Context: an optimization exercise on an open-source flow, tuned for small area. The choices shown serve that exercise and are no tape-out recipe. Only simulation tests tie the RTL to the original design; equivalence was not proved. Power is estimated from default activity; no workload was simulated.

## flow/config.mk

```make
export PLATFORM = sky130hd
export DESIGN_NAME = anc_top
export DESIGN_NICKNAME = anc_top
export VERILOG_FILES = /design/flow/design.v
export SDC_FILE = /design/flow/constraint.sdc
export NUM_CORES = 4
export LEC_CHECK = 0
export CAP_MARGIN = 20
export CORE_MARGIN = 2
export CORE_UTILIZATION = 65
export CTS_BUF_LIST = sky130_fd_sc_hd__clkbuf_8
export SLEW_MARGIN = 20
```

## flow/design.v

```verilog
package anc_pkg;
    typedef logic signed [14-1:0] sample_t;
    typedef logic signed [16-1:0] weight_t;
    typedef logic signed [14+16+3:0] acc_t;
    typedef logic [3-1:0] tap_idx_t;
    typedef enum logic [4:0] {
        ST_NONE   = 5'b00000,
        ST_IDLE   = 5'b00001,
        ST_FILTER = 5'b00010,
        ST_ERROR  = 5'b00100,
        ST_UPDATE = 5'b01000,
        ST_DONE   = 5'b10000
    } seq_state_t;
    typedef struct packed {
        logic     start;       
        logic     filter_en;   
        logic     error_en;    
        logic     update_en;   
        tap_idx_t tap;
    } frame_ctl_t;
endpackage
module frame_sequencer
(
    input  logic       clk,
    input  logic       rstn,
    input  logic       head_flag,
    output logic       start,
    output logic       filter_en,
    output logic       update_en,
    output logic       out_load,
    output logic       last_upd
);
    logic [4:0] s;
    assign start     = (s == 5'd0) && head_flag;
    assign filter_en = (s >= 5'd2) && (s <= 5'd9);
    assign update_en = (s >= 5'd10) && (s <= 5'd17);
    assign out_load  = (s == 5'd10);
    assign last_upd  = (s == 5'd17);
    always_ff @(posedge clk or negedge rstn)
    begin
        if (!rstn)
            s <= 5'd0;
        else if (s == 5'd0)
        begin
            if (head_flag)
                s <= 5'd1;
        end
        else if (s == 5'd18)
        begin
            if (!head_flag)
                s <= 5'd0;
        end
        else
            s <= s + 5'd1;
    end
endmodule
module step_counter
(
    input  logic       clk,
    output logic [2:0] ptr
);
    always_ff @(posedge clk)
        ptr <= ptr + 3'd1;
endmodule
module ref_delay_line
(
    input  logic               clk,
    input  logic               rstn,
    input  logic               start,
    input  logic signed [13:0] reff,
    input  logic [2:0]         ptr,
    output logic signed [13:0] x
);
    logic signed [13:0] taps [8];
    logic [3:0]         nf;
    always_ff @(posedge clk)
    begin
        if (start)
        begin
            taps[0] <= reff;
            for (int i = 1; i < 8; i++)
                taps[i] <= taps[i-1];
        end
    end
    always_ff @(posedge clk or negedge rstn)
    begin
        if (!rstn)
            nf <= 4'd0;
        else if (start && !nf[3])
            nf <= nf + 4'd1;
    end
    always_ff @(posedge clk)
        x <= (nf[3] || (ptr < nf[2:0])) ? taps[ptr] : 14'sd0;
endmodule
module lms_channel
(
    input  logic               clk,
    input  logic               start,
    input  logic               filter_en,
    input  logic               update_en,
    input  logic               wv,
    input  logic signed [13:0] primary,
    input  logic [6:0]         neg,
    input  logic [6:0]         one,
    input  logic [6:0]         two,
    output logic signed [13:0] err
);
    logic signed [15:0] w [8];
    logic signed [32:0] acc;
    logic signed [15:0] w_rd;
    logic signed [15:0] m;
    logic signed [32:0] addend;
    logic signed [32:0] t;
    logic signed [20:0] y;
    assign w_rd = wv ? w[0] : 16'sd0;
    assign y = ~acc[32:12];
    always_comb
    begin
        if (y[20:13] != {8{y[13]}})
            err = y[20] ? -14'sd8192 : 14'sd8191;
        else
            err = y[13:0];
    end
    assign m      = filter_en ? w_rd : (update_en ? 16'(err) : 16'sd0);
    assign addend = update_en ? {2'b00, w_rd, 15'd0} : acc;
    anc_mac mac_i (
        .m   (m),
        .neg (neg),
        .one (one),
        .two (two),
        .add (addend),
        .t   (t)
    );
    always_ff @(posedge clk)
    begin
        if (start)
            acc <= {{7{~primary[13]}}, ~primary, 12'd0};
        else if (filter_en)
            acc <= t;
    end
    always_ff @(posedge clk)
    begin
        w[0] <= w[7];
        w[1] <= update_en ? t[30:15] : w[0];
        for (int i = 2; i < 8; i++)
            w[i] <= w[i-1];
    end
endmodule
module anc_mac
(
    input  logic [15:0] m,
    input  logic [6:0] neg,
    input  logic [6:0] one,
    input  logic [6:0] two,
    input  logic [32:0] add,
    output logic [32:0] t
);
    logic p1;
    logic y0_0;
    logic p2;
    logic y0_1;
    logic p3;
    logic y0_2;
    logic p4;
    logic y0_3;
    logic p5;
    logic y0_4;
    logic p6;
    logic y0_5;
    logic p7;
    logic y0_6;
    logic p8;
    logic y0_7;
    logic p9;
    logic y0_8;
    logic p10;
    logic y0_9;
    logic p11;
    logic y0_10;
    logic p12;
    logic y0_11;
    logic p13;
    logic y0_12;
    logic p14;
    logic y0_13;
    logic p15;
    logic y0_14;
    logic p16;
    logic y0_15;
    logic p17;
    logic p18;
    logic p19;
    logic y1_0;
    logic p20;
    logic y1_1;
    logic p21;
    logic y1_2;
    logic p22;
    logic y1_3;
    logic p23;
    logic y1_4;
    logic p24;
    logic y1_5;
    logic p25;
    logic y1_6;
    logic p26;
    logic y1_7;
    logic p27;
    logic y1_8;
    logic p28;
    logic y1_9;
    logic p29;
    logic y1_10;
    logic p30;
    logic y1_11;
    logic p31;
    logic y1_12;
    logic p32;
    logic y1_13;
    logic p33;
    logic y1_14;
    logic p34;
    logic y1_15;
    logic p35;
    logic p36;
    logic p37;
    logic y2_0;
    logic p38;
    logic y2_1;
    logic p39;
    logic y2_2;
    logic p40;
    logic y2_3;
    logic p41;
    logic y2_4;
    logic p42;
    logic y2_5;
    logic p43;
    logic y2_6;
    logic p44;
    logic y2_7;
    logic p45;
    logic y2_8;
    logic p46;
    logic y2_9;
    logic p47;
    logic y2_10;
    logic p48;
    logic y2_11;
    logic p49;
    logic y2_12;
    logic p50;
    logic y2_13;
    logic p51;
    logic y2_14;
    logic p52;
    logic y2_15;
    logic p53;
    logic p54;
    logic p55;
    logic y3_0;
    logic p56;
    logic y3_1;
    logic p57;
    logic y3_2;
    logic p58;
    logic y3_3;
    logic p59;
    logic y3_4;
    logic p60;
    logic y3_5;
    logic p61;
    logic y3_6;
    logic p62;
    logic y3_7;
    logic p63;
    logic y3_8;
    logic p64;
    logic y3_9;
    logic p65;
    logic y3_10;
    logic p66;
    logic y3_11;
    logic p67;
    logic y3_12;
    logic p68;
    logic y3_13;
    logic p69;
    logic y3_14;
    logic p70;
    logic y3_15;
    logic p71;
    logic p72;
    logic p73;
    logic y4_0;
    logic p74;
    logic y4_1;
    logic p75;
    logic y4_2;
    logic p76;
    logic y4_3;
    logic p77;
    logic y4_4;
    logic p78;
    logic y4_5;
    logic p79;
    logic y4_6;
    logic p80;
    logic y4_7;
    logic p81;
    logic y4_8;
    logic p82;
    logic y4_9;
    logic p83;
    logic y4_10;
    logic p84;
    logic y4_11;
    logic p85;
    logic y4_12;
    logic p86;
    logic y4_13;
    logic p87;
    logic y4_14;
    logic p88;
    logic y4_15;
    logic p89;
    logic p90;
    logic p91;
    logic y5_0;
    logic p92;
    logic y5_1;
    logic p93;
    logic y5_2;
    logic p94;
    logic y5_3;
    logic p95;
    logic y5_4;
    logic p96;
    logic y5_5;
    logic p97;
    logic y5_6;
    logic p98;
    logic y5_7;
    logic p99;
    logic y5_8;
    logic p100;
    logic y5_9;
    logic p101;
    logic y5_10;
    logic p102;
    logic y5_11;
    logic p103;
    logic y5_12;
    logic p104;
    logic y5_13;
    logic p105;
    logic y5_14;
    logic p106;
    logic y5_15;
    logic p107;
    logic p108;
    logic p109;
    logic y6_0;
    logic p110;
    logic y6_1;
    logic p111;
    logic y6_2;
    logic p112;
    logic y6_3;
    logic p113;
    logic y6_4;
    logic p114;
    logic y6_5;
    logic p115;
    logic y6_6;
    logic p116;
    logic y6_7;
    logic p117;
    logic y6_8;
    logic p118;
    logic y6_9;
    logic p119;
    logic y6_10;
    logic p120;
    logic y6_11;
    logic p121;
    logic y6_12;
    logic p122;
    logic y6_13;
    logic p123;
    logic y6_14;
    logic p124;
    logic y6_15;
    logic p125;
    logic p126;
    logic s127;
    logic c128;
    logic s129;
    logic c130;
    logic s131;
    logic c132;
    logic s133;
    logic c134;
    logic s135;
    logic c136;
    logic s137;
    logic c138;
    logic s139;
    logic c140;
    logic s141;
    logic c142;
    logic s143;
    logic c144;
    logic s145;
    logic c146;
    logic s147;
    logic c148;
    logic s149;
    logic c150;
    logic s151;
    logic c152;
    logic s153;
    logic c154;
    logic s155;
    logic c156;
    logic s157;
    logic c158;
    logic s159;
    logic c160;
    logic s161;
    logic c162;
    logic s163;
    logic c164;
    logic s165;
    logic c166;
    logic s167;
    logic c168;
    logic s169;
    logic c170;
    logic s171;
    logic c172;
    logic s173;
    logic c174;
    logic s175;
    logic c176;
    logic s177;
    logic c178;
    logic s179;
    logic c180;
    logic s181;
    logic c182;
    logic s183;
    logic c184;
    logic s185;
    logic c186;
    logic s187;
    logic c188;
    logic s189;
    logic c190;
    logic s191;
    logic c192;
    logic s193;
    logic c194;
    logic s195;
    logic c196;
    logic s197;
    logic c198;
    logic s199;
    logic c200;
    logic s201;
    logic c202;
    logic s203;
    logic c204;
    logic s205;
    logic c206;
    logic s207;
    logic c208;
    logic s209;
    logic c210;
    logic s211;
    logic c212;
    logic s213;
    logic c214;
    logic s215;
    logic c216;
    logic s217;
    logic c218;
    logic s219;
    logic c220;
    logic s221;
    logic c222;
    logic s223;
    logic c224;
    logic s225;
    logic c226;
    logic s227;
    logic c228;
    logic s229;
    logic c230;
    logic s231;
    logic c232;
    logic s233;
    logic c234;
    logic s235;
    logic c236;
    logic s237;
    logic c238;
    logic s239;
    logic c240;
    logic s241;
    logic c242;
    logic s243;
    logic c244;
    logic s245;
    logic c246;
    logic s247;
    logic c248;
    logic s249;
    logic c250;
    logic s251;
    logic c252;
    logic s253;
    logic c254;
    logic s255;
    logic c256;
    logic s257;
    logic c258;
    logic s259;
    logic c260;
    logic s261;
    logic c262;
    logic s263;
    logic c264;
    logic s265;
    logic c266;
    logic s267;
    logic c268;
    logic s269;
    logic c270;
    logic s271;
    logic c272;
    logic s273;
    logic c274;
    logic s275;
    logic c276;
    logic s277;
    logic c278;
    logic s279;
    logic c280;
    logic s281;
    logic c282;
    logic s283;
    logic c284;
    logic s285;
    logic c286;
    logic s287;
    logic c288;
    logic s289;
    logic c290;
    logic s291;
    logic c292;
    logic s293;
    logic c294;
    logic s295;
    logic c296;
    logic s297;
    logic c298;
    logic s299;
    logic c300;
    logic s301;
    logic c302;
    logic s303;
    logic c304;
    logic s305;
    logic c306;
    logic s307;
    logic c308;
    logic s309;
    logic c310;
    logic s311;
    logic c312;
    logic s313;
    logic c314;
    logic s315;
    logic c316;
    logic s317;
    logic c318;
    logic s319;
    logic c320;
    logic s321;
    logic c322;
    logic s323;
    logic c324;
    logic s325;
    logic c326;
    logic s327;
    logic c328;
    logic s329;
    logic c330;
    logic s331;
    logic c332;
    logic s333;
    logic c334;
    logic s335;
    logic c336;
    logic s337;
    logic c338;
    logic s339;
    logic c340;
    logic s341;
    logic c342;
    logic s343;
    logic c344;
    logic s345;
    logic c346;
    logic s347;
    logic c348;
    logic s349;
    logic c350;
    logic s351;
    logic c352;
    logic s353;
    logic c354;
    logic s355;
    logic c356;
    logic s357;
    logic c358;
    logic s359;
    logic c360;
    logic s361;
    logic c362;
    logic s363;
    logic c364;
    logic s365;
    logic c366;
    logic s367;
    logic c368;
    logic s369;
    logic c370;
    logic s371;
    logic c372;
    logic s373;
    logic c374;
    logic s375;
    logic c376;
    logic s377;
    logic c378;
    logic s379;
    logic c380;
    logic s381;
    logic c382;
    logic s383;
    logic c384;
    logic r385;
    logic r386;
    logic r387;
    logic r388;
    logic r389;
    logic r390;
    logic r391;
    logic r392;
    logic r393;
    logic r394;
    logic r395;
    logic r396;
    logic r397;
    logic r398;
    logic r399;
    logic r400;
    logic r401;
    logic r402;
    logic r403;
    logic r404;
    logic q405;
    logic r406;
    logic q407;
    logic r408;
    logic q409;
    logic r410;
    logic q411;
    logic r412;
    logic q413;
    logic r414;
    logic q415;
    logic r416;
    logic q417;
    logic r418;
    logic q419;
    logic r420;
    logic q421;
    logic r422;
    logic q423;
    logic r424;
    logic q425;
    logic r426;
    logic q427;
    logic r428;
    logic q429;
    logic r430;
    logic q431;
    logic r432;
    logic q433;
    logic r434;
    logic q435;
    logic r436;
    logic q437;
    logic r438;
    logic q439;
    logic r440;
    logic q441;
    logic r442;
    logic q443;
    logic r444;
    logic q445;
    logic r446;
    logic q447;
    logic r448;
    logic q449;
    logic r450;
    logic q451;
    logic r452;
    logic q453;
    logic r454;
    logic q455;
    logic r456;
    logic r457;
    assign y0_0 = m[0] ^ neg[0];
    assign p1 = (one[0] & y0_0) | (two[0] & neg[0]);
    assign y0_1 = m[1] ^ neg[0];
    assign p2 = (one[0] & y0_1) | (two[0] & y0_0);
    assign y0_2 = m[2] ^ neg[0];
    assign p3 = (one[0] & y0_2) | (two[0] & y0_1);
    assign y0_3 = m[3] ^ neg[0];
    assign p4 = (one[0] & y0_3) | (two[0] & y0_2);
    assign y0_4 = m[4] ^ neg[0];
    assign p5 = (one[0] & y0_4) | (two[0] & y0_3);
    assign y0_5 = m[5] ^ neg[0];
    assign p6 = (one[0] & y0_5) | (two[0] & y0_4);
    assign y0_6 = m[6] ^ neg[0];
    assign p7 = (one[0] & y0_6) | (two[0] & y0_5);
    assign y0_7 = m[7] ^ neg[0];
    assign p8 = (one[0] & y0_7) | (two[0] & y0_6);
    assign y0_8 = m[8] ^ neg[0];
    assign p9 = (one[0] & y0_8) | (two[0] & y0_7);
    assign y0_9 = m[9] ^ neg[0];
    assign p10 = (one[0] & y0_9) | (two[0] & y0_8);
    assign y0_10 = m[10] ^ neg[0];
    assign p11 = (one[0] & y0_10) | (two[0] & y0_9);
    assign y0_11 = m[11] ^ neg[0];
    assign p12 = (one[0] & y0_11) | (two[0] & y0_10);
    assign y0_12 = m[12] ^ neg[0];
    assign p13 = (one[0] & y0_12) | (two[0] & y0_11);
    assign y0_13 = m[13] ^ neg[0];
    assign p14 = (one[0] & y0_13) | (two[0] & y0_12);
    assign y0_14 = m[14] ^ neg[0];
    assign p15 = (one[0] & y0_14) | (two[0] & y0_13);
    assign y0_15 = m[15] ^ neg[0];
    assign p16 = (one[0] & y0_15) | (two[0] & y0_14);
    assign p17 = (one[0] & y0_15) | (two[0] & y0_15);
    assign p18 = ~p17;
    assign y1_0 = m[0] ^ neg[1];
    assign p19 = (one[1] & y1_0) | (two[1] & neg[1]);
    assign y1_1 = m[1] ^ neg[1];
    assign p20 = (one[1] & y1_1) | (two[1] & y1_0);
    assign y1_2 = m[2] ^ neg[1];
    assign p21 = (one[1] & y1_2) | (two[1] & y1_1);
    assign y1_3 = m[3] ^ neg[1];
    assign p22 = (one[1] & y1_3) | (two[1] & y1_2);
    assign y1_4 = m[4] ^ neg[1];
    assign p23 = (one[1] & y1_4) | (two[1] & y1_3);
    assign y1_5 = m[5] ^ neg[1];
    assign p24 = (one[1] & y1_5) | (two[1] & y1_4);
    assign y1_6 = m[6] ^ neg[1];
    assign p25 = (one[1] & y1_6) | (two[1] & y1_5);
    assign y1_7 = m[7] ^ neg[1];
    assign p26 = (one[1] & y1_7) | (two[1] & y1_6);
    assign y1_8 = m[8] ^ neg[1];
    assign p27 = (one[1] & y1_8) | (two[1] & y1_7);
    assign y1_9 = m[9] ^ neg[1];
    assign p28 = (one[1] & y1_9) | (two[1] & y1_8);
    assign y1_10 = m[10] ^ neg[1];
    assign p29 = (one[1] & y1_10) | (two[1] & y1_9);
    assign y1_11 = m[11] ^ neg[1];
    assign p30 = (one[1] & y1_11) | (two[1] & y1_10);
    assign y1_12 = m[12] ^ neg[1];
    assign p31 = (one[1] & y1_12) | (two[1] & y1_11);
    assign y1_13 = m[13] ^ neg[1];
    assign p32 = (one[1] & y1_13) | (two[1] & y1_12);
    assign y1_14 = m[14] ^ neg[1];
    assign p33 = (one[1] & y1_14) | (two[1] & y1_13);
    assign y1_15 = m[15] ^ neg[1];
    assign p34 = (one[1] & y1_15) | (two[1] & y1_14);
    assign p35 = (one[1] & y1_15) | (two[1] & y1_15);
    assign p36 = ~p35;
    assign y2_0 = m[0] ^ neg[2];
    assign p37 = (one[2] & y2_0) | (two[2] & neg[2]);
    assign y2_1 = m[1] ^ neg[2];
    assign p38 = (one[2] & y2_1) | (two[2] & y2_0);
    assign y2_2 = m[2] ^ neg[2];
    assign p39 = (one[2] & y2_2) | (two[2] & y2_1);
    assign y2_3 = m[3] ^ neg[2];
    assign p40 = (one[2] & y2_3) | (two[2] & y2_2);
    assign y2_4 = m[4] ^ neg[2];
    assign p41 = (one[2] & y2_4) | (two[2] & y2_3);
    assign y2_5 = m[5] ^ neg[2];
    assign p42 = (one[2] & y2_5) | (two[2] & y2_4);
    assign y2_6 = m[6] ^ neg[2];
    assign p43 = (one[2] & y2_6) | (two[2] & y2_5);
    assign y2_7 = m[7] ^ neg[2];
    assign p44 = (one[2] & y2_7) | (two[2] & y2_6);
    assign y2_8 = m[8] ^ neg[2];
    assign p45 = (one[2] & y2_8) | (two[2] & y2_7);
    assign y2_9 = m[9] ^ neg[2];
    assign p46 = (one[2] & y2_9) | (two[2] & y2_8);
    assign y2_10 = m[10] ^ neg[2];
    assign p47 = (one[2] & y2_10) | (two[2] & y2_9);
    assign y2_11 = m[11] ^ neg[2];
    assign p48 = (one[2] & y2_11) | (two[2] & y2_10);
    assign y2_12 = m[12] ^ neg[2];
    assign p49 = (one[2] & y2_12) | (two[2] & y2_11);
    assign y2_13 = m[13] ^ neg[2];
    assign p50 = (one[2] & y2_13) | (two[2] & y2_12);
    assign y2_14 = m[14] ^ neg[2];
    assign p51 = (one[2] & y2_14) | (two[2] & y2_13);
    assign y2_15 = m[15] ^ neg[2];
    assign p52 = (one[2] & y2_15) | (two[2] & y2_14);
    assign p53 = (one[2] & y2_15) | (two[2] & y2_15);
    assign p54 = ~p53;
    assign y3_0 = m[0] ^ neg[3];
    assign p55 = (one[3] & y3_0) | (two[3] & neg[3]);
    assign y3_1 = m[1] ^ neg[3];
    assign p56 = (one[3] & y3_1) | (two[3] & y3_0);
    assign y3_2 = m[2] ^ neg[3];
    assign p57 = (one[3] & y3_2) | (two[3] & y3_1);
    assign y3_3 = m[3] ^ neg[3];
    assign p58 = (one[3] & y3_3) | (two[3] & y3_2);
    assign y3_4 = m[4] ^ neg[3];
    assign p59 = (one[3] & y3_4) | (two[3] & y3_3);
    assign y3_5 = m[5] ^ neg[3];
    assign p60 = (one[3] & y3_5) | (two[3] & y3_4);
    assign y3_6 = m[6] ^ neg[3];
    assign p61 = (one[3] & y3_6) | (two[3] & y3_5);
    assign y3_7 = m[7] ^ neg[3];
    assign p62 = (one[3] & y3_7) | (two[3] & y3_6);
    assign y3_8 = m[8] ^ neg[3];
    assign p63 = (one[3] & y3_8) | (two[3] & y3_7);
    assign y3_9 = m[9] ^ neg[3];
    assign p64 = (one[3] & y3_9) | (two[3] & y3_8);
    assign y3_10 = m[10] ^ neg[3];
    assign p65 = (one[3] & y3_10) | (two[3] & y3_9);
    assign y3_11 = m[11] ^ neg[3];
    assign p66 = (one[3] & y3_11) | (two[3] & y3_10);
    assign y3_12 = m[12] ^ neg[3];
    assign p67 = (one[3] & y3_12) | (two[3] & y3_11);
    assign y3_13 = m[13] ^ neg[3];
    assign p68 = (one[3] & y3_13) | (two[3] & y3_12);
    assign y3_14 = m[14] ^ neg[3];
    assign p69 = (one[3] & y3_14) | (two[3] & y3_13);
    assign y3_15 = m[15] ^ neg[3];
    assign p70 = (one[3] & y3_15) | (two[3] & y3_14);
    assign p71 = (one[3] & y3_15) | (two[3] & y3_15);
    assign p72 = ~p71;
    assign y4_0 = m[0] ^ neg[4];
    assign p73 = (one[4] & y4_0) | (two[4] & neg[4]);
    assign y4_1 = m[1] ^ neg[4];
    assign p74 = (one[4] & y4_1) | (two[4] & y4_0);
    assign y4_2 = m[2] ^ neg[4];
    assign p75 = (one[4] & y4_2) | (two[4] & y4_1);
    assign y4_3 = m[3] ^ neg[4];
    assign p76 = (one[4] & y4_3) | (two[4] & y4_2);
    assign y4_4 = m[4] ^ neg[4];
    assign p77 = (one[4] & y4_4) | (two[4] & y4_3);
    assign y4_5 = m[5] ^ neg[4];
    assign p78 = (one[4] & y4_5) | (two[4] & y4_4);
    assign y4_6 = m[6] ^ neg[4];
    assign p79 = (one[4] & y4_6) | (two[4] & y4_5);
    assign y4_7 = m[7] ^ neg[4];
    assign p80 = (one[4] & y4_7) | (two[4] & y4_6);
    assign y4_8 = m[8] ^ neg[4];
    assign p81 = (one[4] & y4_8) | (two[4] & y4_7);
    assign y4_9 = m[9] ^ neg[4];
    assign p82 = (one[4] & y4_9) | (two[4] & y4_8);
    assign y4_10 = m[10] ^ neg[4];
    assign p83 = (one[4] & y4_10) | (two[4] & y4_9);
    assign y4_11 = m[11] ^ neg[4];
    assign p84 = (one[4] & y4_11) | (two[4] & y4_10);
    assign y4_12 = m[12] ^ neg[4];
    assign p85 = (one[4] & y4_12) | (two[4] & y4_11);
    assign y4_13 = m[13] ^ neg[4];
    assign p86 = (one[4] & y4_13) | (two[4] & y4_12);
    assign y4_14 = m[14] ^ neg[4];
    assign p87 = (one[4] & y4_14) | (two[4] & y4_13);
    assign y4_15 = m[15] ^ neg[4];
    assign p88 = (one[4] & y4_15) | (two[4] & y4_14);
    assign p89 = (one[4] & y4_15) | (two[4] & y4_15);
    assign p90 = ~p89;
    assign y5_0 = m[0] ^ neg[5];
    assign p91 = (one[5] & y5_0) | (two[5] & neg[5]);
    assign y5_1 = m[1] ^ neg[5];
    assign p92 = (one[5] & y5_1) | (two[5] & y5_0);
    assign y5_2 = m[2] ^ neg[5];
    assign p93 = (one[5] & y5_2) | (two[5] & y5_1);
    assign y5_3 = m[3] ^ neg[5];
    assign p94 = (one[5] & y5_3) | (two[5] & y5_2);
    assign y5_4 = m[4] ^ neg[5];
    assign p95 = (one[5] & y5_4) | (two[5] & y5_3);
    assign y5_5 = m[5] ^ neg[5];
    assign p96 = (one[5] & y5_5) | (two[5] & y5_4);
    assign y5_6 = m[6] ^ neg[5];
    assign p97 = (one[5] & y5_6) | (two[5] & y5_5);
    assign y5_7 = m[7] ^ neg[5];
    assign p98 = (one[5] & y5_7) | (two[5] & y5_6);
    assign y5_8 = m[8] ^ neg[5];
    assign p99 = (one[5] & y5_8) | (two[5] & y5_7);
    assign y5_9 = m[9] ^ neg[5];
    assign p100 = (one[5] & y5_9) | (two[5] & y5_8);
    assign y5_10 = m[10] ^ neg[5];
    assign p101 = (one[5] & y5_10) | (two[5] & y5_9);
    assign y5_11 = m[11] ^ neg[5];
    assign p102 = (one[5] & y5_11) | (two[5] & y5_10);
    assign y5_12 = m[12] ^ neg[5];
    assign p103 = (one[5] & y5_12) | (two[5] & y5_11);
    assign y5_13 = m[13] ^ neg[5];
    assign p104 = (one[5] & y5_13) | (two[5] & y5_12);
    assign y5_14 = m[14] ^ neg[5];
    assign p105 = (one[5] & y5_14) | (two[5] & y5_13);
    assign y5_15 = m[15] ^ neg[5];
    assign p106 = (one[5] & y5_15) | (two[5] & y5_14);
    assign p107 = (one[5] & y5_15) | (two[5] & y5_15);
    assign p108 = ~p107;
    assign y6_0 = m[0] ^ neg[6];
    assign p109 = (one[6] & y6_0) | (two[6] & neg[6]);
    assign y6_1 = m[1] ^ neg[6];
    assign p110 = (one[6] & y6_1) | (two[6] & y6_0);
    assign y6_2 = m[2] ^ neg[6];
    assign p111 = (one[6] & y6_2) | (two[6] & y6_1);
    assign y6_3 = m[3] ^ neg[6];
    assign p112 = (one[6] & y6_3) | (two[6] & y6_2);
    assign y6_4 = m[4] ^ neg[6];
    assign p113 = (one[6] & y6_4) | (two[6] & y6_3);
    assign y6_5 = m[5] ^ neg[6];
    assign p114 = (one[6] & y6_5) | (two[6] & y6_4);
    assign y6_6 = m[6] ^ neg[6];
    assign p115 = (one[6] & y6_6) | (two[6] & y6_5);
    assign y6_7 = m[7] ^ neg[6];
    assign p116 = (one[6] & y6_7) | (two[6] & y6_6);
    assign y6_8 = m[8] ^ neg[6];
    assign p117 = (one[6] & y6_8) | (two[6] & y6_7);
    assign y6_9 = m[9] ^ neg[6];
    assign p118 = (one[6] & y6_9) | (two[6] & y6_8);
    assign y6_10 = m[10] ^ neg[6];
    assign p119 = (one[6] & y6_10) | (two[6] & y6_9);
    assign y6_11 = m[11] ^ neg[6];
    assign p120 = (one[6] & y6_11) | (two[6] & y6_10);
    assign y6_12 = m[12] ^ neg[6];
    assign p121 = (one[6] & y6_12) | (two[6] & y6_11);
    assign y6_13 = m[13] ^ neg[6];
    assign p122 = (one[6] & y6_13) | (two[6] & y6_12);
    assign y6_14 = m[14] ^ neg[6];
    assign p123 = (one[6] & y6_14) | (two[6] & y6_13);
    assign y6_15 = m[15] ^ neg[6];
    assign p124 = (one[6] & y6_15) | (two[6] & y6_14);
    assign p125 = (one[6] & y6_15) | (two[6] & y6_15);
    assign p126 = ~p125;
    assign s127 = p9 ^ p25;
    assign c128 = p9 & p25;
    assign s129 = p10 ^ p26;
    assign c130 = p10 & p26;
    assign s131 = p11 ^ p27 ^ p43;
    assign c132 = (p11 & p27) | (p11 & p43) | (p27 & p43);
    assign s133 = p59 ^ p75;
    assign c134 = p59 & p75;
    assign s135 = p12 ^ p28 ^ p44;
    assign c136 = (p12 & p28) | (p12 & p44) | (p28 & p44);
    assign s137 = p60 ^ p76;
    assign c138 = p60 & p76;
    assign s139 = p13 ^ p29 ^ p45;
    assign c140 = (p13 & p29) | (p13 & p45) | (p29 & p45);
    assign s141 = p61 ^ p77 ^ p93;
    assign c142 = (p61 & p77) | (p61 & p93) | (p77 & p93);
    assign s143 = p109 ^ neg[6];
    assign c144 = p109 & neg[6];
    assign s145 = p14 ^ p30 ^ p46;
    assign c146 = (p14 & p30) | (p14 & p46) | (p30 & p46);
    assign s147 = p62 ^ p78 ^ p94;
    assign c148 = (p62 & p78) | (p62 & p94) | (p78 & p94);
    assign s149 = p110 ^ add[13];
    assign c150 = p110 & add[13];
    assign s151 = p15 ^ p31 ^ p47;
    assign c152 = (p15 & p31) | (p15 & p47) | (p31 & p47);
    assign s153 = p63 ^ p79 ^ p95;
    assign c154 = (p63 & p79) | (p63 & p95) | (p79 & p95);
    assign s155 = p111 ^ add[14];
    assign c156 = p111 & add[14];
    assign s157 = p16 ^ p32 ^ p48;
    assign c158 = (p16 & p32) | (p16 & p48) | (p32 & p48);
    assign s159 = p64 ^ p80 ^ p96;
    assign c160 = (p64 & p80) | (p64 & p96) | (p80 & p96);
    assign s161 = p112 ^ add[15];
    assign c162 = p112 & add[15];
    assign s163 = p18 ^ p33 ^ p49;
    assign c164 = (p18 & p33) | (p18 & p49) | (p33 & p49);
    assign s165 = p65 ^ p81 ^ p97;
    assign c166 = (p65 & p81) | (p65 & p97) | (p81 & p97);
    assign s167 = ~(p113 ^ add[16]);
    assign c168 = p113 | add[16];
    assign s169 = p34 ^ p50 ^ p66;
    assign c170 = (p34 & p50) | (p34 & p66) | (p50 & p66);
    assign s171 = p82 ^ p98 ^ p114;
    assign c172 = (p82 & p98) | (p82 & p114) | (p98 & p114);
    assign s173 = ~add[17];
    assign c174 = add[17];
    assign s175 = p36 ^ p51 ^ p67;
    assign c176 = (p36 & p51) | (p36 & p67) | (p51 & p67);
    assign s177 = p83 ^ p99 ^ p115;
    assign c178 = (p83 & p99) | (p83 & p115) | (p99 & p115);
    assign s179 = p52 ^ p68 ^ p84;
    assign c180 = (p52 & p68) | (p52 & p84) | (p68 & p84);
    assign s181 = p100 ^ p116;
    assign c182 = p100 & p116;
    assign s183 = p54 ^ p69 ^ p85;
    assign c184 = (p54 & p69) | (p54 & p85) | (p69 & p85);
    assign s185 = p70 ^ p86;
    assign c186 = p70 & p86;
    assign s187 = p5 ^ p21;
    assign c188 = p5 & p21;
    assign s189 = p6 ^ p22;
    assign c190 = p6 & p22;
    assign s191 = p7 ^ p23 ^ p39;
    assign c192 = (p7 & p23) | (p7 & p39) | (p23 & p39);
    assign s193 = p55 ^ neg[3];
    assign c194 = p55 & neg[3];
    assign s195 = p8 ^ p24 ^ p40;
    assign c196 = (p8 & p24) | (p8 & p40) | (p24 & p40);
    assign s197 = p56 ^ add[7];
    assign c198 = p56 & add[7];
    assign s199 = s127 ^ p41 ^ p57;
    assign c200 = (s127 & p41) | (s127 & p57) | (p41 & p57);
    assign s201 = p73 ^ neg[4] ^ add[8];
    assign c202 = (p73 & neg[4]) | (p73 & add[8]) | (neg[4] & add[8]);
    assign s203 = c128 ^ s129 ^ p42;
    assign c204 = (c128 & s129) | (c128 & p42) | (s129 & p42);
    assign s205 = p58 ^ p74 ^ add[9];
    assign c206 = (p58 & p74) | (p58 & add[9]) | (p74 & add[9]);
    assign s207 = c130 ^ s131 ^ s133;
    assign c208 = (c130 & s131) | (c130 & s133) | (s131 & s133);
    assign s209 = p91 ^ neg[5] ^ add[10];
    assign c210 = (p91 & neg[5]) | (p91 & add[10]) | (neg[5] & add[10]);
    assign s211 = c132 ^ c134 ^ s135;
    assign c212 = (c132 & c134) | (c132 & s135) | (c134 & s135);
    assign s213 = s137 ^ p92 ^ add[11];
    assign c214 = (s137 & p92) | (s137 & add[11]) | (p92 & add[11]);
    assign s215 = c136 ^ c138 ^ s139;
    assign c216 = (c136 & c138) | (c136 & s139) | (c138 & s139);
    assign s217 = s141 ^ s143 ^ add[12];
    assign c218 = (s141 & s143) | (s141 & add[12]) | (s143 & add[12]);
    assign s219 = c140 ^ c142 ^ c144;
    assign c220 = (c140 & c142) | (c140 & c144) | (c142 & c144);
    assign s221 = s145 ^ s147 ^ s149;
    assign c222 = (s145 & s147) | (s145 & s149) | (s147 & s149);
    assign s223 = c146 ^ c148 ^ c150;
    assign c224 = (c146 & c148) | (c146 & c150) | (c148 & c150);
    assign s225 = s151 ^ s153 ^ s155;
    assign c226 = (s151 & s153) | (s151 & s155) | (s153 & s155);
    assign s227 = c152 ^ c154 ^ c156;
    assign c228 = (c152 & c154) | (c152 & c156) | (c154 & c156);
    assign s229 = s157 ^ s159 ^ s161;
    assign c230 = (s157 & s159) | (s157 & s161) | (s159 & s161);
    assign s231 = c158 ^ c160 ^ c162;
    assign c232 = (c158 & c160) | (c158 & c162) | (c160 & c162);
    assign s233 = s163 ^ s165 ^ s167;
    assign c234 = (s163 & s165) | (s163 & s167) | (s165 & s167);
    assign s235 = c164 ^ c166 ^ c168;
    assign c236 = (c164 & c166) | (c164 & c168) | (c166 & c168);
    assign s237 = s169 ^ s171 ^ s173;
    assign c238 = (s169 & s171) | (s169 & s173) | (s171 & s173);
    assign s239 = c170 ^ c172 ^ c174;
    assign c240 = (c170 & c172) | (c170 & c174) | (c172 & c174);
    assign s241 = s175 ^ s177 ^ add[18];
    assign c242 = (s175 & s177) | (s175 & add[18]) | (s177 & add[18]);
    assign s243 = c176 ^ c178 ^ s179;
    assign c244 = (c176 & c178) | (c176 & s179) | (c178 & s179);
    assign s245 = ~(s181 ^ add[19]);
    assign c246 = s181 | add[19];
    assign s247 = c180 ^ c182 ^ s183;
    assign c248 = (c180 & c182) | (c180 & s183) | (c182 & s183);
    assign s249 = p101 ^ p117 ^ add[20];
    assign c250 = (p101 & p117) | (p101 & add[20]) | (p117 & add[20]);
    assign s251 = c184 ^ s185 ^ p102;
    assign c252 = (c184 & s185) | (c184 & p102) | (s185 & p102);
    assign s253 = ~(p118 ^ add[21]);
    assign c254 = p118 | add[21];
    assign s255 = c186 ^ p72 ^ p87;
    assign c256 = (c186 & p72) | (c186 & p87) | (p72 & p87);
    assign s257 = p103 ^ p119 ^ add[22];
    assign c258 = (p103 & p119) | (p103 & add[22]) | (p119 & add[22]);
    assign s259 = p88 ^ p104 ^ p120;
    assign c260 = (p88 & p104) | (p88 & p120) | (p104 & p120);
    assign s261 = ~add[23];
    assign c262 = add[23];
    assign s263 = p90 ^ p105 ^ p121;
    assign c264 = (p90 & p105) | (p90 & p121) | (p105 & p121);
    assign s265 = p106 ^ p122;
    assign c266 = p106 & p122;
    assign s267 = p3 ^ p19;
    assign c268 = p3 & p19;
    assign s269 = p4 ^ p20;
    assign c270 = p4 & p20;
    assign s271 = s187 ^ p37 ^ neg[2];
    assign c272 = (s187 & p37) | (s187 & neg[2]) | (p37 & neg[2]);
    assign s273 = c188 ^ s189 ^ p38;
    assign c274 = (c188 & s189) | (c188 & p38) | (s189 & p38);
    assign s275 = c190 ^ s191 ^ s193;
    assign c276 = (c190 & s191) | (c190 & s193) | (s191 & s193);
    assign s277 = c192 ^ c194 ^ s195;
    assign c278 = (c192 & c194) | (c192 & s195) | (c194 & s195);
    assign s279 = c196 ^ c198 ^ s199;
    assign c280 = (c196 & c198) | (c196 & s199) | (c198 & s199);
    assign s281 = c200 ^ c202 ^ s203;
    assign c282 = (c200 & c202) | (c200 & s203) | (c202 & s203);
    assign s283 = c204 ^ c206 ^ s207;
    assign c284 = (c204 & c206) | (c204 & s207) | (c206 & s207);
    assign s285 = c208 ^ c210 ^ s211;
    assign c286 = (c208 & c210) | (c208 & s211) | (c210 & s211);
    assign s287 = c212 ^ c214 ^ s215;
    assign c288 = (c212 & c214) | (c212 & s215) | (c214 & s215);
    assign s289 = c216 ^ c218 ^ s219;
    assign c290 = (c216 & c218) | (c216 & s219) | (c218 & s219);
    assign s291 = c220 ^ c222 ^ s223;
    assign c292 = (c220 & c222) | (c220 & s223) | (c222 & s223);
    assign s293 = c224 ^ c226 ^ s227;
    assign c294 = (c224 & c226) | (c224 & s227) | (c226 & s227);
    assign s295 = c228 ^ c230 ^ s231;
    assign c296 = (c228 & c230) | (c228 & s231) | (c230 & s231);
    assign s297 = c232 ^ c234 ^ s235;
    assign c298 = (c232 & c234) | (c232 & s235) | (c234 & s235);
    assign s299 = c236 ^ c238 ^ s239;
    assign c300 = (c236 & c238) | (c236 & s239) | (c238 & s239);
    assign s301 = c240 ^ c242 ^ s243;
    assign c302 = (c240 & c242) | (c240 & s243) | (c242 & s243);
    assign s303 = c244 ^ c246 ^ s247;
    assign c304 = (c244 & c246) | (c244 & s247) | (c246 & s247);
    assign s305 = c248 ^ c250 ^ s251;
    assign c306 = (c248 & c250) | (c248 & s251) | (c250 & s251);
    assign s307 = c252 ^ c254 ^ s255;
    assign c308 = (c252 & c254) | (c252 & s255) | (c254 & s255);
    assign s309 = c256 ^ c258 ^ s259;
    assign c310 = (c256 & c258) | (c256 & s259) | (c258 & s259);
    assign s311 = c260 ^ c262 ^ s263;
    assign c312 = (c260 & c262) | (c260 & s263) | (c262 & s263);
    assign s313 = c264 ^ s265 ^ add[25];
    assign c314 = (c264 & s265) | (c264 & add[25]) | (s265 & add[25]);
    assign s315 = c266 ^ p108 ^ p123;
    assign c316 = (c266 & p108) | (c266 & p123) | (p108 & p123);
    assign s317 = p124 ^ add[27];
    assign c318 = p124 & add[27];
    assign s319 = p1 ^ neg[0];
    assign c320 = p1 & neg[0];
    assign s321 = p2 ^ add[1];
    assign c322 = p2 & add[1];
    assign s323 = s267 ^ neg[1] ^ add[2];
    assign c324 = (s267 & neg[1]) | (s267 & add[2]) | (neg[1] & add[2]);
    assign s325 = c268 ^ s269 ^ add[3];
    assign c326 = (c268 & s269) | (c268 & add[3]) | (s269 & add[3]);
    assign s327 = c270 ^ s271 ^ add[4];
    assign c328 = (c270 & s271) | (c270 & add[4]) | (s271 & add[4]);
    assign s329 = c272 ^ s273 ^ add[5];
    assign c330 = (c272 & s273) | (c272 & add[5]) | (s273 & add[5]);
    assign s331 = c274 ^ s275 ^ add[6];
    assign c332 = (c274 & s275) | (c274 & add[6]) | (s275 & add[6]);
    assign s333 = c276 ^ s277 ^ s197;
    assign c334 = (c276 & s277) | (c276 & s197) | (s277 & s197);
    assign s335 = c278 ^ s279 ^ s201;
    assign c336 = (c278 & s279) | (c278 & s201) | (s279 & s201);
    assign s337 = c280 ^ s281 ^ s205;
    assign c338 = (c280 & s281) | (c280 & s205) | (s281 & s205);
    assign s339 = c282 ^ s283 ^ s209;
    assign c340 = (c282 & s283) | (c282 & s209) | (s283 & s209);
    assign s341 = c284 ^ s285 ^ s213;
    assign c342 = (c284 & s285) | (c284 & s213) | (s285 & s213);
    assign s343 = c286 ^ s287 ^ s217;
    assign c344 = (c286 & s287) | (c286 & s217) | (s287 & s217);
    assign s345 = c288 ^ s289 ^ s221;
    assign c346 = (c288 & s289) | (c288 & s221) | (s289 & s221);
    assign s347 = c290 ^ s291 ^ s225;
    assign c348 = (c290 & s291) | (c290 & s225) | (s291 & s225);
    assign s349 = c292 ^ s293 ^ s229;
    assign c350 = (c292 & s293) | (c292 & s229) | (s293 & s229);
    assign s351 = c294 ^ s295 ^ s233;
    assign c352 = (c294 & s295) | (c294 & s233) | (s295 & s233);
    assign s353 = c296 ^ s297 ^ s237;
    assign c354 = (c296 & s297) | (c296 & s237) | (s297 & s237);
    assign s355 = c298 ^ s299 ^ s241;
    assign c356 = (c298 & s299) | (c298 & s241) | (s299 & s241);
    assign s357 = c300 ^ s301 ^ s245;
    assign c358 = (c300 & s301) | (c300 & s245) | (s301 & s245);
    assign s359 = c302 ^ s303 ^ s249;
    assign c360 = (c302 & s303) | (c302 & s249) | (s303 & s249);
    assign s361 = c304 ^ s305 ^ s253;
    assign c362 = (c304 & s305) | (c304 & s253) | (s305 & s253);
    assign s363 = c306 ^ s307 ^ s257;
    assign c364 = (c306 & s307) | (c306 & s257) | (s307 & s257);
    assign s365 = c308 ^ s309 ^ s261;
    assign c366 = (c308 & s309) | (c308 & s261) | (s309 & s261);
    assign s367 = c310 ^ s311 ^ add[24];
    assign c368 = (c310 & s311) | (c310 & add[24]) | (s311 & add[24]);
    assign s369 = ~(c312 ^ s313);
    assign c370 = c312 | s313;
    assign s371 = c314 ^ s315 ^ add[26];
    assign c372 = (c314 & s315) | (c314 & add[26]) | (s315 & add[26]);
    assign s373 = ~(c316 ^ s317);
    assign c374 = c316 | s317;
    assign s375 = c318 ^ p126 ^ add[28];
    assign c376 = (c318 & p126) | (c318 & add[28]) | (p126 & add[28]);
    assign s377 = ~add[29];
    assign c378 = add[29];
    assign s379 = ~add[30];
    assign c380 = add[30];
    assign s381 = ~add[31];
    assign c382 = add[31];
    assign s383 = ~add[32];
    assign c384 = add[32];
    assign t[0] = s319 ^ add[0];
    assign r385 = s319 & add[0];
    assign t[1] = c320 ^ s321 ^ r385;
    assign r386 = (c320 & s321) | (c320 & r385) | (s321 & r385);
    assign t[2] = c322 ^ s323 ^ r386;
    assign r387 = (c322 & s323) | (c322 & r386) | (s323 & r386);
    assign t[3] = c324 ^ s325 ^ r387;
    assign r388 = (c324 & s325) | (c324 & r387) | (s325 & r387);
    assign t[4] = c326 ^ s327 ^ r388;
    assign r389 = (c326 & s327) | (c326 & r388) | (s327 & r388);
    assign t[5] = c328 ^ s329 ^ r389;
    assign r390 = (c328 & s329) | (c328 & r389) | (s329 & r389);
    assign t[6] = c330 ^ s331 ^ r390;
    assign r391 = (c330 & s331) | (c330 & r390) | (s331 & r390);
    assign t[7] = c332 ^ s333 ^ r391;
    assign r392 = (c332 & s333) | (c332 & r391) | (s333 & r391);
    assign t[8] = c334 ^ s335 ^ r392;
    assign r393 = (c334 & s335) | (c334 & r392) | (s335 & r392);
    assign t[9] = c336 ^ s337 ^ r393;
    assign r394 = (c336 & s337) | (c336 & r393) | (s337 & r393);
    assign t[10] = c338 ^ s339 ^ r394;
    assign r395 = (c338 & s339) | (c338 & r394) | (s339 & r394);
    assign t[11] = c340 ^ s341 ^ r395;
    assign r396 = (c340 & s341) | (c340 & r395) | (s341 & r395);
    assign t[12] = c342 ^ s343 ^ r396;
    assign r397 = (c342 & s343) | (c342 & r396) | (s343 & r396);
    assign t[13] = c344 ^ s345 ^ r397;
    assign r398 = (c344 & s345) | (c344 & r397) | (s345 & r397);
    assign t[14] = c346 ^ s347 ^ r398;
    assign r399 = (c346 & s347) | (c346 & r398) | (s347 & r398);
    assign t[15] = c348 ^ s349 ^ r399;
    assign r400 = (c348 & s349) | (c348 & r399) | (s349 & r399);
    assign t[16] = c350 ^ s351 ^ r400;
    assign r401 = (c350 & s351) | (c350 & r400) | (s351 & r400);
    assign t[17] = c352 ^ s353 ^ r401;
    assign r402 = (c352 & s353) | (c352 & r401) | (s353 & r401);
    assign t[18] = c354 ^ s355 ^ r402;
    assign r403 = (c354 & s355) | (c354 & r402) | (s355 & r402);
    assign t[19] = c356 ^ s357 ^ r403;
    assign r404 = (c356 & s357) | (c356 & r403) | (s357 & r403);
    assign q405 = c358 ^ s359;
    assign r406 = c358 & s359;
    assign q407 = c360 ^ s361 ^ r406;
    assign r408 = (c360 & s361) | (c360 & r406) | (s361 & r406);
    assign q409 = c362 ^ s363 ^ r408;
    assign r410 = (c362 & s363) | (c362 & r408) | (s363 & r408);
    assign q411 = c364 ^ s365 ^ r410;
    assign r412 = (c364 & s365) | (c364 & r410) | (s365 & r410);
    assign q413 = c366 ^ s367 ^ r412;
    assign r414 = (c366 & s367) | (c366 & r412) | (s367 & r412);
    assign q415 = c368 ^ s369 ^ r414;
    assign r416 = (c368 & s369) | (c368 & r414) | (s369 & r414);
    assign q417 = c370 ^ s371 ^ r416;
    assign r418 = (c370 & s371) | (c370 & r416) | (s371 & r416);
    assign q419 = c372 ^ s373 ^ r418;
    assign r420 = (c372 & s373) | (c372 & r418) | (s373 & r418);
    assign q421 = c374 ^ s375 ^ r420;
    assign r422 = (c374 & s375) | (c374 & r420) | (s375 & r420);
    assign q423 = c376 ^ s377 ^ r422;
    assign r424 = (c376 & s377) | (c376 & r422) | (s377 & r422);
    assign q425 = c378 ^ s379 ^ r424;
    assign r426 = (c378 & s379) | (c378 & r424) | (s379 & r424);
    assign q427 = c380 ^ s381 ^ r426;
    assign r428 = (c380 & s381) | (c380 & r426) | (s381 & r426);
    assign q429 = c382 ^ s383 ^ r428;
    assign r430 = (c382 & s383) | (c382 & r428) | (s383 & r428);
    assign q431 = ~(c358 ^ s359);
    assign r432 = c358 | s359;
    assign q433 = c360 ^ s361 ^ r432;
    assign r434 = (c360 & s361) | (c360 & r432) | (s361 & r432);
    assign q435 = c362 ^ s363 ^ r434;
    assign r436 = (c362 & s363) | (c362 & r434) | (s363 & r434);
    assign q437 = c364 ^ s365 ^ r436;
    assign r438 = (c364 & s365) | (c364 & r436) | (s365 & r436);
    assign q439 = c366 ^ s367 ^ r438;
    assign r440 = (c366 & s367) | (c366 & r438) | (s367 & r438);
    assign q441 = c368 ^ s369 ^ r440;
    assign r442 = (c368 & s369) | (c368 & r440) | (s369 & r440);
    assign q443 = c370 ^ s371 ^ r442;
    assign r444 = (c370 & s371) | (c370 & r442) | (s371 & r442);
    assign q445 = c372 ^ s373 ^ r444;
    assign r446 = (c372 & s373) | (c372 & r444) | (s373 & r444);
    assign q447 = c374 ^ s375 ^ r446;
    assign r448 = (c374 & s375) | (c374 & r446) | (s375 & r446);
    assign q449 = c376 ^ s377 ^ r448;
    assign r450 = (c376 & s377) | (c376 & r448) | (s377 & r448);
    assign q451 = c378 ^ s379 ^ r450;
    assign r452 = (c378 & s379) | (c378 & r450) | (s379 & r450);
    assign q453 = c380 ^ s381 ^ r452;
    assign r454 = (c380 & s381) | (c380 & r452) | (s381 & r452);
    assign q455 = c382 ^ s383 ^ r454;
    assign r456 = (c382 & s383) | (c382 & r454) | (s383 & r454);
    assign t[20] = r404 ? q431 : q405;
    assign t[21] = r404 ? q433 : q407;
    assign t[22] = r404 ? q435 : q409;
    assign t[23] = r404 ? q437 : q411;
    assign t[24] = r404 ? q439 : q413;
    assign t[25] = r404 ? q441 : q415;
    assign t[26] = r404 ? q443 : q417;
    assign t[27] = r404 ? q445 : q419;
    assign t[28] = r404 ? q447 : q421;
    assign t[29] = r404 ? q449 : q423;
    assign t[30] = r404 ? q451 : q425;
    assign t[31] = r404 ? q453 : q427;
    assign t[32] = r404 ? q455 : q429;
    assign r457 = r430 | (r404 & r456);
endmodule
module anc_top
(
    input  logic        clk,
    input  logic        rstn,
    input  logic        head_flag,
    input  anc_pkg::sample_t reff,
    input  anc_pkg::sample_t primary_a,
    input  anc_pkg::sample_t primary_b,
    output anc_pkg::sample_t dout,
    output logic        frame_done
);
    logic start, filter_en, update_en, out_load, last_upd;
    logic [2:0] ptr;
    logic signed [13:0] x;
    logic signed [13:0] err_a;
    logic signed [13:0] err_b;
    logic wv;
    logic [6:0] neg, one, two;
    for (genvar j = 0; j < 7; j++)
    begin : booth
        logic b2, b1, b0;
        assign b2     = x[2*j+1];
        assign b1     = x[2*j];
        assign b0     = (j == 0) ? 1'b0 : x[2*j-1];
        assign neg[j] = b2 & ~(b1 & b0);
        assign one[j] = b1 ^ b0;
        assign two[j] = (b2 & ~b1 & ~b0) | (~b2 & b1 & b0);
    end
    frame_sequencer seq_i (
        .clk       (clk),
        .rstn      (rstn),
        .head_flag (head_flag),
        .start     (start),
        .filter_en (filter_en),
        .update_en (update_en),
        .out_load  (out_load),
        .last_upd  (last_upd)
    );
    step_counter step_i (
        .clk (clk),
        .ptr (ptr)
    );
    ref_delay_line ref_i (
        .clk   (clk),
        .rstn  (rstn),
        .start (start),
        .reff  (reff),
        .ptr   (ptr),
        .x     (x)
    );
    always_ff @(posedge clk or negedge rstn)
    begin
        if (!rstn)
            wv <= 1'b0;
        else if (last_upd)
            wv <= 1'b1;
    end
    lms_channel chan_a (
        .clk       (clk),
        .start     (start),
        .filter_en (filter_en),
        .update_en (update_en),
        .wv        (wv),
        .primary   (primary_a),
        .neg       (neg),
        .one       (one),
        .two       (two),
        .err       (err_a)
    );
    lms_channel chan_b (
        .clk       (clk),
        .start     (start),
        .filter_en (filter_en),
        .update_en (update_en),
        .wv        (wv),
        .primary   (primary_b),
        .neg       (neg),
        .one       (one),
        .two       (two),
        .err       (err_b)
    );
    always_ff @(posedge clk or negedge rstn)
    begin
        if (!rstn)
        begin
            dout       <= '0;
            frame_done <= 1'b0;
        end
        else
        begin
            frame_done <= out_load;
            if (out_load)
                dout <= err_a + err_b;
        end
    end
endmodule
```

## flow/constraint.sdc

```tcl
create_clock -name core_clock -period 12.0 [get_ports {clk}]
set_input_delay 2.4000 -clock core_clock [delete_from_list [all_inputs] [get_ports {clk}]]
set_output_delay 2.4000 -clock core_clock [all_outputs]
set_load 0.01 [all_outputs]
```

## flow/run.sh

```bash
#!/bin/bash
# synth_recipe.tcl (not shown) runs the flow's synth.tcl, then flattens the netlist and writes it again
# the make line also repeats each setting of config.mk as NAME=value (left out here)
make -C /OpenROAD-flow-scripts/flow DESIGN_CONFIG=/design/flow/config.mk WORK_HOME=/design/flow/orfs CLKGATE_MAP_FILE= SYNTH_SCRIPT=/design/flow/synth_recipe.tcl finish
```

==> results of run 1 <==
-- per-layer routing --
metal	wire (um)	global-route usage (%)	up-vias
li1	-	-	8760
met4	2950	14.4	0
met3	5900	6.62	204
met5	0	0	-
met1	28700	44.0	9613
met2	33000	53.0	939
-- layout by cell type, fill, tap and decap left out, drive strengths merged, types with 42 or more instances in the layout --
cell type / netlist / routed
buf: 67 / 95
fa: 235 / 235
clkbuf: 95 / 91
dfxtp: 297 / 297
xor2: 42 / 42
nor2: 64 / 64
a21oi: 99 / 99
edfxtp: 154 / 154
nand2: 206 / 206
ha: 110 / 110
clkdlybuf4s50: 0 / 59
a22oi: 74 / 74
o21ai: 100 / 100
a22o: 134 / 134
inv: 288 / 324
xnor2: 196 / 196
-- worst max-delay path, delay by kind of cell (launching register included) --
| kind | cells | cell delay (ns) |
|---|---|---|
| AO/OA/AOI/OAI | 7 | 1.76 |
| adder cells (fa/ha/maj) | 20 | 7.31 |
| buffers and inverters | 6 | 0.63 |
| flip-flops | 1 | 0.38 |
| AND/OR/NAND/NOR | 6 | 1.45 |
-- cell families after synthesis --
kind of cell / synth area share, %
adders and majority gates: 22.0
AOI/OAI and AO/OA: 15.3
xor gates and xnor gates: 7.54
DFF: 40.5
buffers and inverters: 6.52
and+or+nand+nor: 7.34
muxes: 0.815
-- repair_timing --
item	4_1_cts	5_1_grt
pin swaps	0	8
setup endpoints to repair	6	25
buffers inserted	0	8
gates resized for setup	3	24
hold buffers	0	0
-- how the worst max path moves through the flow --
stage          cells past startpoint                  endpoint                startpoint  slack, ns
2_1_floorplan                     44  chan_a.acc[32]$_DFFE_PP_    seq_i.s[1]$_DFFE_PN0P_       0.34
3_3_place_gp                      40  chan_b.acc[26]$_DFFE_PP_  chan_b.acc[28]$_DFFE_PP_      -0.02
3_5_place_dp                      40  chan_b.acc[26]$_DFFE_PP_  chan_b.acc[27]$_DFFE_PP_      -0.17
4_1_cts                           39  chan_a.acc[32]$_DFFE_PP_    seq_i.s[0]$_DFFE_PN0P_       0.03
5_1_grt                           40  chan_a.acc[32]$_DFFE_PP_  chan_a.acc[29]$_DFFE_PP_      -0.04
6_report                          39  chan_a.acc[32]$_DFFE_PP_    seq_i.s[1]$_DFFE_PN0P_       0.31
-- report_power, final --
part           total (mW)  switching, mW  internal, mW  leakage [nW]
clock                1.39          0.667         0.727         0.916
sequential           2.68          0.307          2.38          4.22
combinational        5.42           3.31          2.11          7.57
total                9.49           4.28          5.21          12.7
-- final cells by class --
class	count	area [um2]
Multi-Input combinational cell	1600	14800
Fill cell	3024	11300
Sequential cell	476	11200
Timing Repair Buffer	154	1310
Clock buffer	91	1250
Inverter	292	1100
Tap cell	539	674
Clock inverter	49	303
-- cells in the mapped netlist, drive strengths merged, types with 6 or more instances --
library cell and count:
a21oi 99, a221oi 13, o21ai 100, buf 67, nor3 9, nand3 38, o22ai 10, nand2b 22
nand4 6, dfxtp 297, a22o 134, inv 288, o2bb2ai 8, dfrtp 25, a31oi 10, ha 110
edfxtp 154, nor2b 15, xor2 42, nand2 206, a211oi 9, xnor2 196, mux2 12, a221o 7
o21a 13, a21o 22, a222oi 22, and2 28, o221ai 14, fa 235, a22oi 74, nor2 64
clkbuf 95, and3 22, mux2i 9
-- flip-flops by register name, summed over array words and instances, names as in the netlist --
| name | flops |
|---|---|
| chan_a.acc | 33 |
| chan_a.w | 128 |
| chan_b.acc | 33 |
| chan_b.w | 128 |
| dout | 14 |
| frame_done | 1 |
| ref_i.nf | 4 |
| ref_i.taps | 112 |
| ref_i.x | 14 |
| seq_i.s | 5 |
| step_i.ptr | 3 |
| wv | 1 |
-- through the flow --
stage          TNS (ns)  total power, mW
6_report              0             9.49
3_3_place_gp    -0.0159             7.70
3_5_place_dp     -0.509             7.82
2_1_floorplan         0             6.28
4_1_cts               0             9.29
5_1_grt         -0.0405             10.1
==> metrics.md, run 1 <==
| Metric | Value |
|---|---|
| Grt ovf | `0` |
| CTS root buf | `clkbuf_8` |
| Netlist cell types | `72` |
| Outcome | `complete, no violations` |
| Ports | `60` |
| Synth area leader | `dfxtp_1` |
| Initial drt markers | `1,868` |
| WHS Endpoint | `chan_b.w[6][1]$_DFF_P_` |
| # setup viols final | `0` |
| Maximum root-to-sink buffer count | `3` |
| R2R Setup Slk | `0.31 ns` |
| Reg2reg path depth | `39` |
| Synth top area cells | `dfxtp_1 22%, fa_1 17%, edfxtp_1 17%` |
| WHS Path Cells | `0` |
| Critical Path AT | `12.23 ns` |
| Syn_nets | `2,920` |
| Synthesized flop and latch total | `476` |
| Synth Flop Type | `dfxtp_1` |
| CTS sink count | `476` |
| Port buffer count | `59` |
| Layout Nets | `2,990` |
| Setup crit end kind | `flop` |
| H-Tree Level Count | `3` |
| Post-Syn Instances | `2,530` |
| Placed cell count | `3,053` |
| Cell Pwr Density | `310 mW/mm2` |
| Top-area cell type share of the netlist area | `21.5%` |
| Worst setup margin | `0.312 ns` |
| Row count | `75` |
| CP peak stage delay | `0.51 ns` |
| Initial antenna violation count | `0` |
| Most Frequent Cell on Critical Path | `fa_1` |
| Final std cells w/o fill | `3,201` |
| Sequential element share of the synthesized area | `40.5%` |
| Wire length per cell | `22.0 um` |
| RSZ-0062 raised after global routing | `yes` |
| Period utilization | `97.4%` |
| Via density | `6.10` |
| Final Cell Area | `0.0306 mm2` |
| Worst-margin pin slew | `0.847 ns` |
| Vias | `19,500` |
| Peak supply drop | `0.240 mV` |
| First-pass GRT wire length | `112 mm` |
| Peak Freq | `0.0856 GHz` |
| Worst hold path type | `flop to flop` |
| Routability cong. | `0.986` |
| Initial Utilization | `65.9%` |
| Die Area | `0.0442 mm2` |
| Detailed placement HPWL | `50.6 mm` |
| CTS Buf Count | `76` |
| TritonRoute pass-1 iters | `10` |
| Mean Syn Cell Area | `10.9 um2` |
| DRT antenna net count | `0` |
| Die Wd | `210 um` |
| Leak | `12.7 nW` |
| Slew Viols, Final | `0` |
| Slew HR | `43.6%` |
| Post-Synthesis Cell Area | `0.0276 mm2` |
| Post-DP Area | `0.0289 mm2` |
| Chip Height | `210 um` |
| Vias in the first global route | `20,400` |
| CTS tree | `built` |
| Critical Path RT | `12.54 ns` |
| DRC Markers | `0` |
| Clk_skew | `0.0428 ns` |
| Hold Path Origin | `chan_b.w[5][1]$_DFF_P_` |
| Worst slack, placed | `-0.175 ns` |
| Fin. Hold Viols | `0` |
| Worst setup path class | `flop to flop` |
| Tmin final | `11.69 ns` |
| Ant. Diodes | `0` |
| Critical path startpoint category | `flop` |
| Max-cap viol count | `0` |
| Fraction of layout cells with a size suffix above 1 | `10.7%` |
| Clk Latency, worst-skew pair | `0.70 ns` |
| Worst path slowest cell | `fa_1` |
| Core ar. | `0.0419 mm2` |
| Worst-path maximum fanout | `7` |
| Pin count of the biggest net entering global routing | `95` |
| Area Growth Syn to Fin | `10.8%` |
| Post-Route WL | `70.5 mm` |
| Worst r2r dst | `chan_a.acc[32]$_DFFE_PP_` |
| RR Startpoint | `seq_i.s[1]$_DFFE_PN0P_` |
| Clock-pin slew on the worst setup and hold paths | `0.07 ns` |
| All-Layer GR Usage | `33.0%` |
| Worst hold margin | `0.309 ns` |
| Finished Core Util | `73.0%` |
| Asr flop ratio synth | `5.25%` |
| Number of enable flip-flop cells after synthesis | `154` |
| Yosys warning count | `7` |
==> inputs of run 2 (changes only) <==
--- a/flow/config.mk
+++ b/flow/config.mk
@@ -9,4 +9,5 @@
 export CORE_MARGIN = 2
 export CORE_UTILIZATION = 65
 export CTS_BUF_LIST = sky130_fd_sc_hd__clkbuf_8
+export GPL_TIMING_DRIVEN = 0
 export SLEW_MARGIN = 20
==> run 2 against run 1 <==
  * Sequential power barely moved
  * Non-clock buffer count up 95
  * Final area up 1.5%
  * Fmax is 0.50% lower
  * Clock skew decreased by 0.0060 ns
  * Critical path depth rose by 4
  * Global-route usage increased by 4.7 points
  * Total power increased by 6.4%
  * Synthesized cell count unchanged
  * Area after synthesis stayed put
  * Core utilization increased by 1.1 points
  * Critical endpoint unchanged
  * Largest cell class unchanged
==> metrics.md, run 2 <==
| Metric | Value |
|---|---|
| Outcome | `complete, no violations (unchanged)` |
| Worst hold path type | `flop to flop (unchanged)` |
| Synth top area cells | `dfxtp_1 22%, fa_1 17%, edfxtp_1 17% (unchanged)` |
| CP peak stage delay | `0.49 ns (was 0.51 ns)` |
| Asr flop ratio synth | `5.25% (unchanged)` |
| Synth Flop Type | `dfxtp_1 (unchanged)` |
| Worst-path maximum fanout | `10 (was 7)` |
| DRT antenna net count | `0 (unchanged)` |
| Largest regs | `chan_a.w (128), chan_b.w (128), ref_i.taps (112) (unchanged)` |
| Detailed placement HPWL | `60.5 mm (was 50.6 mm)` |
| Maximum root-to-sink buffer count | `3 (unchanged)` |
| RR Startpoint | `seq_i.s[0]$_DFFE_PN0P_ (was seq_i.s[1]$_DFFE_PN0P_)` |
| CTS Buf Count | `74 (was 76)` |
| NetSw | `4.71 mW (was 4.28 mW)` |
| Initial antenna violation count | `1 (was 0)` |
| Peak Freq | `0.0851 GHz (was 0.0856 GHz)` |
| Wire length per cell | `24.8 um (was 22.0 um)` |
| Die Wd | `210 um (unchanged)` |
| Layout Nets | `3,083 (was 2,990)` |
| Netlist cell types | `72 (unchanged)` |
| Core ar. | `0.0419 mm2 (unchanged)` |
| Synth area leader | `dfxtp_1 (unchanged)` |
| All-Layer GR Usage | `37.7% (was 33.0%)` |
| Worst path slowest cell | `fa_1 (unchanged)` |
| Finished Core Util | `74.1% (was 73.0%)` |
| Chip Height | `210 um (unchanged)` |
| Critical path startpoint category | `flop (unchanged)` |
| DRC Markers | `0 (unchanged)` |
| CTS tree | `built (unchanged)` |
| Gate power share | `59.3% (was 57.1%)` |
| Max-cap viol count | `0 (unchanged)` |
| Critical Path AT | `12.32 ns (was 12.23 ns)` |
| Synthesized flop and latch total | `476 (unchanged)` |
| Yosys warning count | `7 (unchanged)` |
| Reg2reg path depth | `43 (was 39)` |
| Vias | `20,800 (was 19,500)` |
| Fraction of layout cells with a size suffix above 1 | `9.92% (was 10.7%)` |
| Most frequent cells in the layout | `310 x inv_1, 297 x dfxtp_1, 217 x fa_1 (was 315 x inv_1, 297 x dfxtp_1, 225 x fa_1)` |
| WHS Endpoint | `chan_a.w[0][9]$_DFF_P_ (was chan_b.w[6][1]$_DFF_P_)` |
| Pin count of the biggest net entering global routing | `36 (was 95)` |
| Area Growth Syn to Fin | `12.5% (was 10.8%)` |
| # setup viols final | `0 (unchanged)` |
| CTS root buf | `clkbuf_8 (unchanged)` |
| Critical Path RT | `12.57 ns (was 12.54 ns)` |
| Fill count | `2,835 (was 3,024)` |
| Sequential element share of the synthesized area | `40.5% (unchanged)` |
| Row count | `75 (unchanged)` |
| Net Sw Frac | `46.6% (was 45.1%)` |
| Total negative slack | `0 ns (unchanged)` |
| Grt ovf | `0 (unchanged)` |
| Syn_nets | `2,920 (unchanged)` |
| Clk_skew | `0.0368 ns (was 0.0428 ns)` |
| Worst path depth | `43 (was 39)` |
| Initial Utilization | `65.9% (unchanged)` |
| Port buffer count | `59 (unchanged)` |
| Fin. Hold Viols | `0 (unchanged)` |
| Worst setup path class | `flop to flop (unchanged)` |
| Cell Pwr Density | `325 mW/mm2 (was 310 mW/mm2)` |
| Slew Viols, Final | `0 (unchanged)` |
| Crit path buf inv count | `8 (was 6)` |
| Most Frequent Cell on Critical Path | `fa_2 (was fa_1)` |
| Mean Syn Cell Area | `10.9 um2 (unchanged)` |
| Initial drt markers | `2,666 (was 1,868)` |
| Most common cell after layout, fill and taps aside | `inv_1 (unchanged)` |
| Slew HR | `26.6% (was 43.6%)` |
| H-Tree Level Count | `3 (unchanged)` |
| Post-DP Area | `0.0290 mm2 (was 0.0289 mm2)` |
| Clock-pin slew on the worst setup and hold paths | `0.07 ns (about the same)` |
| Hold Path Origin | `chan_a.w[7][9]$_DFF_P_ (was chan_b.w[5][1]$_DFF_P_)` |
| Period utilization | `97.9% (was 97.4%)` |
| Sequential share of power | `26.4% (was 28.3%)` |
| Peak supply drop | `0.267 mV (was 0.240 mV)` |
| Via density | `6.32 (was 6.10)` |
| Die Area | `0.0442 mm2 (unchanged)` |
| Post-Syn Instances | `2,530 (unchanged)` |
| Post-Route WL | `81.8 mm (was 70.5 mm)` |
| Post-Synthesis Cell Area | `0.0276 mm2 (unchanged)` |
| Number of enable flip-flop cells after synthesis | `154 (unchanged)` |
| R2R Setup Slk | `0.25 ns (was 0.31 ns)` |
| Ports | `60 (unchanged)` |
| P_int | `5.39 mW (was 5.21 mW)` |
| Clk Latency, worst-skew pair | `0.72 ns (was 0.70 ns)` |
| Setup crit end kind | `flop (unchanged)` |
| CTS sink count | `476 (unchanged)` |
| Top-area cell type share of the netlist area | `21.5% (unchanged)` |
| Most frequent cells after synthesis | `297 x dfxtp_1, 288 x inv_1, 235 x fa_1 (unchanged)` |
| Routability cong. | `0.972 (was 0.986)` |
| WHS Path Cells | `0 (unchanged)` |
| Final Cell Area | `0.0311 mm2 (was 0.0306 mm2)` |
| Vias in the first global route | `21,300 (was 20,400)` |
| Leak | `12.7 nW (about the same)` |
| First-pass GRT wire length | `124 mm (was 112 mm)` |
| Ant. Diodes | `0 (unchanged)` |
| Clk pwr share | `14.4% (was 14.7%)` |
| Worst r2r dst | `chan_a.acc[32]$_DFFE_PP_ (unchanged)` |
| Tmin final | `11.75 ns (was 11.69 ns)` |
| Worst-margin pin slew | `1.10 ns (was 0.847 ns)` |
| Cell family with most CP delay | `adder cells (unchanged)` |
| TritonRoute pass-1 iters | `6 (was 10)` |
| Top-count cell post-synth | `dfxtp_1 (unchanged)` |
| Worst Setup SP | `seq_i.s[0]$_DFFE_PN0P_ (was seq_i.s[1]$_DFFE_PN0P_)` |
## run 2: cell counts after synthesis
No cell type changed its count.
## run 2: worst max-delay path by stage
stage                                     to  slack (ns)
floorplan           chan_a.acc[32]$_DFFE_PP_        0.34
global placement    chan_a.acc[32]$_DFFE_PP_       -0.77
detailed placement  chan_a.acc[32]$_DFFE_PP_       -0.96
CTS                  chan_b.w[1][11]$_DFF_P_        0.02
global route        chan_a.acc[26]$_DFFE_PP_       -0.08
finish              chan_a.acc[32]$_DFFE_PP_        0.25
## run 2: layout make-up
cell class              count  area, um2  share of cell area [%]
plain buffers             162        762                    2.45
clock buffers              88       1210                    3.90
clock inverters            47        382                    1.23
inverters                 292       1100                    3.53
multi-input cells        1600      14900                    47.9
flip-flops and latches    476      11200                    36.0
well taps                 539        674                    2.17
repair buffers             87        873                    2.81
## run 2: what timing repair did
item                                    4_1_cts  5_1_grt
hold buffers                                  0        0
pin swaps                                    12       10
cloned                                        0        0
setup buffers                                22        1
resized for setup                            48       31
endpoints found under the setup margin       42       29
## run 2: cell families (layout without fill, tap and decap cells)
logic type / after synthesis / after routing / share of synthesized area, %
AOI/OAI and AO/OA: 560 / 560 / 15.3
DFF: 476 / 476 / 40.5
buffers and inverters: 454 / 676 / 6.52
and+or+nand+nor: 436 / 436 / 7.34
adders and majority gates: 345 / 345 / 22.0
xor gates and xnor gates: 238 / 238 / 7.54
muxes: 21 / 21 / 0.815
## run 2: power by group through the flow
stage,Combinational [mW],Clock [mW],Sequential [mW]
after detailed placement,5.26,0,2.66
after global routing,6.39,1.53,2.70
final,5.99,1.45,2.66
after CTS,5.64,1.47,2.65
after floorplan,3.72,0,2.56
after global placement,5.13,0,2.66
## run 2: worst reg2reg max path, delay by kind of cell, from the launching register on
kind,cells,cell delay [ns]
AO/OA/AOI/OAI,8,1.97
adder cells (fa/ha/maj),21,7.29
buffers and inverters,8,0.71
flip-flops,1,0.44
AND/OR/NAND/NOR,6,1.21
## run 2: through the flow
stage / instances / worst slack, ns / total power, mW / hold slack, ns
finish: 3291 / 0.253 / 10.1 / 0.314
global route: 3291 / -0.0824 / 10.6 / 0.318
CTS: 3290 / 0.0191 / 9.76 / 0.308
detailed placement: 3133 / -0.955 / 7.93 / 0.312
global placement: 3128 / -0.775 / 7.78 / 0.310
floorplan: 2530 / 0.341 / 6.28 / 0.310
## run 2: routing by layer
layer	vias to the layer above	GRT usage [%]	part of all wire (%)
met5	-	0	0.021
met2	1340	59.3	45
met1	10300	50.4	39
met4	2	16.9	4.6
li1	8930	-	-
met3	260	8.51	11

Re-timed with assumed drivers on the ports (clkbuf_16 on the clock, buf_2 on other inputs), run 2 has 0.253 ns of setup slack against 0.253 ns with ideal ports, and 0.253 ns once port delays also move by the mid clock arrival of 0.752 ns.
